This is an optimization exercise on Yosys and OpenROAD, whose aim is small area, not a production implementation. In this exercise RTL edits were held to simulation tests only and were not proved equivalent to the original.

==> cedar: inputs <==
## sprite_quad_vertex_setup
module sprite_quad_vertex_setup (
  input  logic               clk,
  input  logic               rst_n,
  input  logic               start,
  output logic               busy,
  input  logic               in_func,
  input  logic [11:0]        in_src_x,
  input  logic [11:0]        in_src_y,
  input  logic [12:0]        in_src_w,
  input  logic [12:0]        in_src_h,
  input  logic signed [15:0] in_dst_x,
  input  logic signed [15:0] in_dst_y,
  input  logic signed [15:0] in_dst_w,
  input  logic signed [15:0] in_dst_h,
  input  logic [31:0]        in_color_rgba,
  input  logic               cfg_valid,
  output logic               cfg_ready,
  input  logic [2:0]         cfg_index,
  input  logic [31:0]        cfg_data,
  output logic               out_strobe,
  output logic [1:0]         out_corner,
  output logic signed [20:0] out_screen_x,
  output logic signed [20:0] out_screen_y,
  output logic signed [17:0] out_tex_s,
  output logic signed [17:0] out_tex_t,
  output logic [7:0]         out_red,
  output logic [7:0]         out_green,
  output logic [7:0]         out_blue,
  output logic [7:0]         out_alpha,
  ...
Settings: LEC_CHECK=0, CAP_MARGIN=20, CORE_MARGIN=2, CORE_UTILIZATION=65, CTS_BUF_LIST=sky130_fd_sc_hd__clkbuf_16, CTS_CLUSTER_DIAMETER=100, CTS_CLUSTER_SIZE=20, PLACE_DENSITY=0.75, SLEW_MARGIN=20, SYNTH_HIERARCHICAL=1, SYNTH_MINIMUM_KEEP_SIZE=0; clock period 11.0 ns.
standard.sh (not shown) runs the stock make flow with config.mk's settings and CLKGATE_MAP_FILE= SYNTH_SCRIPT=/design/flow/synth_recipe.tcl, a recipe that flattens the netlist after the stock synthesis.
==> flow/flow/run.sh <==
#!/bin/bash
# The standard layout (standard.sh), with one change: the port buffers that
# global placement adds to every input and output are buf_1 cells instead of the
# default delay buffer. The full make output goes to layout.log in the work folder.
set -euo pipefail
bash standard.sh "BUFFER_PORTS_ARGS=-buffer_cell sky130_fd_sc_hd__buf_1" finish > layout.log 2>&1
==> sierra (differences from cedar) <==
--- a/flow/design.v
+++ b/flow/design.v
@@ -618,18 +618,18 @@
   end
   logic [16:0] q_sl, q_sr, q_tt, q_tb;
   sqvs_div u_div_sl (.clk, .start(accept), .r0(r0_sl), .b1(in_src_x[0]), .d(atlas_w_r), .q(q_sl));
   sqvs_div u_div_sr (.clk, .start(accept), .r0(r0_sr), .b1(vs[0]),       .d(atlas_w_r), .q(q_sr));
   sqvs_div u_div_tt (.clk, .start(accept), .r0(r0_tt), .b1(in_src_y[0]), .d(atlas_h_r), .q(q_tt));
   sqvs_div u_div_tb (.clk, .start(accept), .r0(r0_tb), .b1(vt[0]),       .d(atlas_h_r), .q(q_tb));
-  logic [16:0] h_s0, h_s1, h_tt, h_tb;
+  logic [16:0] h_sl, h_sr, h_tt, h_tb;
   logic [1:0]  hneg;
   always_ff @(posedge clk) begin
-    h_s0 <= p[4] ? (q_sl | {17{sat_r[3]}}) : h_s1;
-    h_s1 <= p[4] ? (q_sr | {17{sat_r[2]}}) : h_s0;
     if (p[4]) begin
+      h_sl  <= q_sl | {17{sat_r[3]}};
+      h_sr  <= q_sr | {17{sat_r[2]}};
       h_tt  <= q_tt | {17{sat_r[1]}};
       h_tb  <= q_tb | {17{sat_r[0]}};
       hneg  <= neg_r;
       col_o <= col_r;
     end
   end
@@ -642,13 +642,13 @@
                      .ca(mat_xy_r), .cb(mat_yy_r), .ct(trans_y_r), .pos(pos_y));
   logic k0, k1;
   logic [17:0] s_sel, t_sel;
   logic        s_neg, t_neg;
   assign k0 = p[6] | p[8];
   assign k1 = p[7] | p[8];
-  assign s_sel = {1'b0, h_s0};
+  assign s_sel = {1'b0, k0 ? h_sr : h_sl};
   assign s_neg = k0 & hneg[1];
   assign t_sel = {1'b0, k1 ? h_tt : h_tb};
   assign t_neg = ~k1 & hneg[0];
   assign out_strobe   = p[5] | p[6] | p[7] | p[8];
   assign out_corner   = {k1, k0};
   assign out_last     = p[8];
==> flow/config.mk (replaced) <==
export PLATFORM = sky130hd
export DESIGN_NAME = sprite_quad_vertex_setup
export DESIGN_NICKNAME = sprite_quad_vertex_setup
export VERILOG_FILES = /design/flow/design.v
export SDC_FILE = /design/flow/constraint.sdc
export NUM_CORES = 4
export LEC_CHECK = 0
export CAP_MARGIN = 20
export CORE_MARGIN = 2
export CORE_UTILIZATION = 65
export CTS_BUF_LIST = sky130_fd_sc_hd__clkbuf_4 sky130_fd_sc_hd__clkbuf_8
export CTS_CLUSTER_SIZE = 25
export PLACE_DENSITY = 0.75
export SLEW_MARGIN = 20
export SYNTH_HIERARCHICAL = 1
export SYNTH_MINIMUM_KEEP_SIZE = 0
==> tundra (differences from cedar) <==
--- a/flow/design.v
+++ b/flow/design.v
@@ -495,13 +495,14 @@
     r4 = start ? s5[12:0] : s3[12:0];
     s4 = step(r4, start, d);
     q  = {q_r, s1[13], s2[13], s3[13]};
   end
   always_ff @(posedge clk) begin
     r_r <= s4[12:0];
-    q_r <= {q_r[9:0], s1[13], s2[13], start ? s5[13] : s3[13], s4[13]};
+    if (start) q_r <= {12'b0, s5[13], s4[13]};
+    else       q_r <= {q_r[9:0], s1[13], s2[13], s3[13], s4[13]};
   end
 endmodule
 module sprite_quad_vertex_setup (
   input  logic               clk,
   input  logic               rst_n,
   input  logic               start,
@@ -618,18 +619,18 @@
   end
   logic [16:0] q_sl, q_sr, q_tt, q_tb;
   sqvs_div u_div_sl (.clk, .start(accept), .r0(r0_sl), .b1(in_src_x[0]), .d(atlas_w_r), .q(q_sl));
   sqvs_div u_div_sr (.clk, .start(accept), .r0(r0_sr), .b1(vs[0]),       .d(atlas_w_r), .q(q_sr));
   sqvs_div u_div_tt (.clk, .start(accept), .r0(r0_tt), .b1(in_src_y[0]), .d(atlas_h_r), .q(q_tt));
   sqvs_div u_div_tb (.clk, .start(accept), .r0(r0_tb), .b1(vt[0]),       .d(atlas_h_r), .q(q_tb));
-  logic [16:0] h_s0, h_s1, h_tt, h_tb;
+  logic [16:0] h_sl, h_sr, h_tt, h_tb;
   logic [1:0]  hneg;
   always_ff @(posedge clk) begin
-    h_s0 <= p[4] ? (q_sl | {17{sat_r[3]}}) : h_s1;
-    h_s1 <= p[4] ? (q_sr | {17{sat_r[2]}}) : h_s0;
     if (p[4]) begin
+      h_sl  <= q_sl | {17{sat_r[3]}};
+      h_sr  <= q_sr | {17{sat_r[2]}};
       h_tt  <= q_tt | {17{sat_r[1]}};
       h_tb  <= q_tb | {17{sat_r[0]}};
       hneg  <= neg_r;
       col_o <= col_r;
     end
   end
@@ -642,13 +643,13 @@
                      .ca(mat_xy_r), .cb(mat_yy_r), .ct(trans_y_r), .pos(pos_y));
   logic k0, k1;
   logic [17:0] s_sel, t_sel;
   logic        s_neg, t_neg;
   assign k0 = p[6] | p[8];
   assign k1 = p[7] | p[8];
-  assign s_sel = {1'b0, h_s0};
+  assign s_sel = {1'b0, k0 ? h_sr : h_sl};
   assign s_neg = k0 & hneg[1];
   assign t_sel = {1'b0, k1 ? h_tt : h_tb};
   assign t_neg = ~k1 & hneg[0];
   assign out_strobe   = p[5] | p[6] | p[7] | p[8];
   assign out_corner   = {k1, k0};
   assign out_last     = p[8];
==> flow/config.mk (replaced) <==
export PLATFORM = sky130hd
export DESIGN_NAME = sprite_quad_vertex_setup
export DESIGN_NICKNAME = sprite_quad_vertex_setup
export VERILOG_FILES = /design/flow/design.v
export SDC_FILE = /design/flow/constraint.sdc
export NUM_CORES = 4
export LEC_CHECK = 0
export CAP_MARGIN = 20
export CORE_MARGIN = 2
export CORE_UTILIZATION = 65
export PLACE_DENSITY = 0.75
export SLEW_MARGIN = 20
export SYNTH_HIERARCHICAL = 1
export SYNTH_MINIMUM_KEEP_SIZE = 0
==> juniper (differences from cedar) <==
--- a/flow/design.v
+++ b/flow/design.v
@@ -495,13 +495,14 @@
     r4 = start ? s5[12:0] : s3[12:0];
     s4 = step(r4, start, d);
     q  = {q_r, s1[13], s2[13], s3[13]};
   end
   always_ff @(posedge clk) begin
     r_r <= s4[12:0];
-    q_r <= {q_r[9:0], s1[13], s2[13], start ? s5[13] : s3[13], s4[13]};
+    if (start) q_r <= {12'b0, s5[13], s4[13]};
+    else       q_r <= {q_r[9:0], s1[13], s2[13], s3[13], s4[13]};
   end
 endmodule
 module sprite_quad_vertex_setup (
   input  logic               clk,
   input  logic               rst_n,
   input  logic               start,
@@ -618,18 +619,18 @@
   end
   logic [16:0] q_sl, q_sr, q_tt, q_tb;
   sqvs_div u_div_sl (.clk, .start(accept), .r0(r0_sl), .b1(in_src_x[0]), .d(atlas_w_r), .q(q_sl));
   sqvs_div u_div_sr (.clk, .start(accept), .r0(r0_sr), .b1(vs[0]),       .d(atlas_w_r), .q(q_sr));
   sqvs_div u_div_tt (.clk, .start(accept), .r0(r0_tt), .b1(in_src_y[0]), .d(atlas_h_r), .q(q_tt));
   sqvs_div u_div_tb (.clk, .start(accept), .r0(r0_tb), .b1(vt[0]),       .d(atlas_h_r), .q(q_tb));
-  logic [16:0] h_s0, h_s1, h_tt, h_tb;
+  logic [16:0] h_sl, h_sr, h_tt, h_tb;
   logic [1:0]  hneg;
   always_ff @(posedge clk) begin
-    h_s0 <= p[4] ? (q_sl | {17{sat_r[3]}}) : h_s1;
-    h_s1 <= p[4] ? (q_sr | {17{sat_r[2]}}) : h_s0;
     if (p[4]) begin
+      h_sl  <= q_sl | {17{sat_r[3]}};
+      h_sr  <= q_sr | {17{sat_r[2]}};
       h_tt  <= q_tt | {17{sat_r[1]}};
       h_tb  <= q_tb | {17{sat_r[0]}};
       hneg  <= neg_r;
       col_o <= col_r;
     end
   end
@@ -642,13 +643,13 @@
                      .ca(mat_xy_r), .cb(mat_yy_r), .ct(trans_y_r), .pos(pos_y));
   logic k0, k1;
   logic [17:0] s_sel, t_sel;
   logic        s_neg, t_neg;
   assign k0 = p[6] | p[8];
   assign k1 = p[7] | p[8];
-  assign s_sel = {1'b0, h_s0};
+  assign s_sel = {1'b0, k0 ? h_sr : h_sl};
   assign s_neg = k0 & hneg[1];
   assign t_sel = {1'b0, k1 ? h_tt : h_tb};
   assign t_neg = ~k1 & hneg[0];
   assign out_strobe   = p[5] | p[6] | p[7] | p[8];
   assign out_corner   = {k1, k0};
   assign out_last     = p[8];
==> flow/run.sh (new file) <==
#!/bin/bash
# synth_recipe.tcl (not shown) runs the flow's synth.tcl, then flattens the netlist and writes it again
# the make line also repeats each setting of config.mk as NAME=value (left out here)
make -C /OpenROAD-flow-scripts/flow DESIGN_CONFIG=/design/flow/config.mk WORK_HOME=/design/flow/orfs CLKGATE_MAP_FILE= SYNTH_SCRIPT=/design/flow/synth_recipe.tcl finish
==> flow/config.mk (replaced) <==
export PLATFORM = sky130hd
export DESIGN_NAME = sprite_quad_vertex_setup
export DESIGN_NICKNAME = sprite_quad_vertex_setup
export VERILOG_FILES = /design/flow/design.v
export SDC_FILE = /design/flow/constraint.sdc
export NUM_CORES = 4
export LEC_CHECK = 0
export CAP_MARGIN = 20
export CORE_MARGIN = 2
export CORE_UTILIZATION = 65
export PLACE_DENSITY = 0.75
export SLEW_MARGIN = 20
export SYNTH_HIERARCHICAL = 1
export SYNTH_MINIMUM_KEEP_SIZE = 0
removed: flow/flow/run.sh
removed: flow/standard.sh
==> results.txt <==
item	cedar	tundra	juniper	sierra
Outcome	no timing/DRC/antenna violations	no timing/DRC/antenna violations	no timing/DRC/antenna violations	no timing/DRC/antenna violations
Non-Filler Cell Area, Final	0.0843 mm²	0.0878 mm²	0.0897 mm²	0.0865 mm²
Via/cell ratio	6.60	6.59	6.58	6.51
Fin crit period	10.46 ns	10.46 ns	10.54 ns	10.32 ns
Worst stage delay on the critical path	0.66 ns	0.55 ns	0.50 ns	0.67 ns
Clk_skew	0.0329 ns	0.0510 ns	0.0359 ns	0.0513 ns
Global Route met3 Usage	7.00%	8.28%	8.58%	8.33%
Vias in the first global route	63700	67000	67200	64600
Number of DRC violations after detailed-routing iteration 0	6606	7156	6744	6542
Total number of placement rows	128	130	130	129
Count of plain and timing-repair buffers in the layout	427	424	423	385
Met2 wire len	112000 µm	115000 µm	114000 µm	106000 µm
Multi-input gate area in the final layout	0.0555 mm²	0.0570 mm²	0.0570 mm²	0.0557 mm²
Clock-cell share	1.83%	3.56%	3.51%	3.88%

## port drivers added, routing unchanged
No port has a modelled driver above. Below, the same layouts with a new extraction and two added sets of constraints.
Step 1, drivers: a clkbuf_16 drives clk and a buf_2 each remaining input, both assumed.
Step 2 adds t to the input delays and takes it off the output delays; t is the mean of the earliest and latest rising clock arrival at the registers after step 1. Input paths then give back, and output paths get back, about the clock's delay inside the block.
Three values: ideal ports, drivers, drivers and shift; two values: the first two.
run	shift t [ns]	slack for setup (ns)	worst setup path at the end	clock arrival spread, ns	worst data-port slew with drivers (ns)
cedar	0.764	0.544 / 0.544 / 0.282	input to register	0.034 / 0.034	0.08
sierra	1.001	0.681 / 0.681 / 0.647	input to register	0.057 / 0.056	0.08
tundra	0.801	0.541 / 0.541 / 0.403	input to register	0.051 / 0.051	0.13
juniper	0.803	0.462 / 0.462 / 0.219	input to register	0.036 / 0.036	0.23
After both steps every run listed still meets setup and hold. For cedar, which loses most, drivers alone change the setup slack by 0.000 ns; drivers and shift together by -0.262 ns.
